Context: an optimization exercise on an open-source flow, tuned for small area, a short achievable clock period and few clock cycles per item. The choices shown serve that exercise and are no tape-out recipe. In this exercise RTL edits were held to simulation tests only and were not proved equivalent to the original. Power is estimated from default activity; no workload was simulated.

==> job 3797 <==
## fir_serial_mac
module fir_serial_mac #(
  parameter int DATA_W = fir_pkg::DATA_W_DEF,
  parameter int COEF_W = fir_pkg::COEF_W_DEF,
  parameter int TAPS   = 11,
  parameter int FRAC_W = fir_pkg::FRAC_W_DEF,
  parameter int ADDR_W = fir_pkg::clog2(TAPS)
) (
  input  logic                     i_clk,
  input  logic                     i_rst,
  input  logic                     i_valid,
  output logic                     o_ready,
  input  logic signed [DATA_W-1:0] i_data,
  input  logic                     i_coef_we,
  input  logic [ADDR_W-1:0]        i_coef_addr,
  input  logic signed [COEF_W-1:0] i_coef_data,
  output logic                     o_valid,
  output logic signed [DATA_W-1:0] o_data,
  output logic                     o_sat
);
Settings: LEC_CHECK=0, CAP_MARGIN=20, CORE_MARGIN=2, CORE_UTILIZATION=55, CTS_CLUSTER_DIAMETER=90, CTS_CLUSTER_SIZE=20, PLACE_DENSITY=0.65, SLEW_MARGIN=30, SYNTH_HIERARCHICAL=1, SYNTH_MINIMUM_KEEP_SIZE=0, TNS_END_PERCENT=100; clock period 10.0 ns.
standard.sh (not shown) runs the stock make flow with config.mk's settings and CLKGATE_MAP_FILE= SYNTH_SCRIPT=/design/flow/synth_recipe.tcl, a recipe that flattens the netlist after the stock synthesis.
==> flow/flow/run.sh <==
#!/bin/bash
set -e
export SETUP_SLACK_MARGIN=6.35
bash standard.sh > standard_flow.log 2>&1
==> job 3909: changes against job 3797 <==
==> flow/flow/run.sh (replaced) <==
#!/bin/bash
set -e
export SETUP_SLACK_MARGIN=6.3
bash standard.sh > standard_flow.log 2>&1
==> summary.txt <==
Outcome
  • Outcome: timing/DRC/antenna clean

Setup path
  • R2R depth: 8
  • Worst EP required: 10.63 ns

Final layout
  • Multi-input logic area: 71400 um2
  • Filler instances: 14176
  • FF/Latch Area: 21200 um2
  • ClkCell Share: 2.59%
  • Most frequent cells in the layout: 1562 x xnor2_1, 1508 x fa_1, 1465 x a22oi_1

Pwr
  • Cell Pwr Density: 115 nW/um2
  • Max rail drop VDD: 0.223 mV

GRT
  • Met2 Use GR: 66.6%
the above is filed under job 3797

==> summary.txt <==
Pwr
  • Max rail drop VDD: 0.210 mV
  • Cell Pwr Density: 116 nW/um2

Final layout
  • Seq/total area: 20.6%
  • FF/Latch Area: 21200 um2
  • Most frequent cells in the layout: 1567 x xnor2_1, 1551 x fa_1, 1471 x a22oi_1
  • ClkCell Share: 2.61%
  • Filler instances: 14273
  • Multi-input logic area: 71200 um2

Setup path
  • Worst EP required: 10.65 ns
  • R2R depth: 9

Hold path
  • Worst Hold Class: flip-flop to flip-flop

Outcome
  • Outcome: timing/DRC/antenna clean
the above is filed under job 3909

Testbench counts of job 3797, summed over its fixed seeds: cycles 1,984, items 1,920.
Testbench counts of job 3909, summed over its fixed seeds: cycles 1,984, items 1,920.

* * *

==> sierra <==
fir_serial_mac again, from the RTL that the note above started with.
export LEC_CHECK = 0
export CAP_MARGIN = 20
export CORE_MARGIN = 2
export CORE_UTILIZATION = 55
export CTS_CLUSTER_DIAMETER = 90
export CTS_CLUSTER_SIZE = 20
export PLACE_DENSITY = 0.65
export SLEW_MARGIN = 30
export SYNTH_HIERARCHICAL = 1
export SYNTH_MINIMUM_KEEP_SIZE = 0
export TNS_END_PERCENT = 100
create_clock -name core_clock -period 10.0 [get_ports {i_clk}]
==> flow/flow/run.sh <==
#!/bin/bash
set -e
export SETUP_SLACK_MARGIN=6.45
bash standard.sh > standard_flow.log 2>&1
==> cedar: changes against sierra <==
==> flow/flow/run.sh (replaced) <==
#!/bin/bash
set -e
export SETUP_SLACK_MARGIN=6.2
bash standard.sh > standard_flow.log 2>&1
==> comparison table <==
item                                                                 sierra                  cedar
Internal Power                                                      7.66 mW                7.36 mW
Fraction of layout cells with a size suffix above 1                   19.0%                  10.5%
Pwr Density                                                     114 nW/um^2            115 nW/um^2
Share of cell area taken by flip-flops and latches                    19.8%                  20.8%
Number of combinational gates with multiple inputs                    6,344                  6,343
Clock distribution area overhead in the final layout                  2.51%                  2.65%
Status                                             timing/DRC/antenna clean  timing/DRC/antenna clean
Depth of the worst register-to-register path                              9                      7
Post-cts repair resize count                                          1,069                    213
Top achievable clock speed                                          271 MHz                262 MHz
Critical path's slowest cell                          sky130_fd_sc_hd__fa_1  sky130_fd_sc_hd__fa_2
Final cell count without fillers                                     10,500                 10,300
Slew at the pin closest to its max-slew limit                       1.14 ns                1.23 ns
Overall routing resource usage                                        47.2%                  46.5%
Testbench counts of sierra, summed over its fixed seeds: cycles 1,984, items 1,920.
Testbench counts of cedar, summed over its fixed seeds: cycles 1,984, items 1,920.

==> static timing again, ports no longer ideal <==
The results above use ideal ports. As a check the final layouts listed here were re-extracted and re-timed, cells and wires unchanged. Step 1, drivers: a clkbuf_16 drives i_clk and a buf_2 each remaining input, both assumed. Step 2 moves the port delays by t, midway between the first and last clock arrival at a register: inputs arrive t later, outputs are due t later. That takes back most of the time a late clock gives input paths. Slacks: ideal ports / drivers / drivers and shift; pairs: ideal ports / drivers.
run	t (ns)	setup slack, ns	worst slew at a driven data input, ns	cell pins on the clock port's net
job 3797	0.843	6.297 / 6.267 / 6.297	0.05	1
job 3909	0.847	6.294 / 6.262 / 6.294	0.04	1
sierra	0.847	6.308 / 6.308 / 6.308	0.05	1
cedar	0.837	6.189 / 6.132 / 6.189	0.05	1
After both steps setup and hold are still met in every run listed.
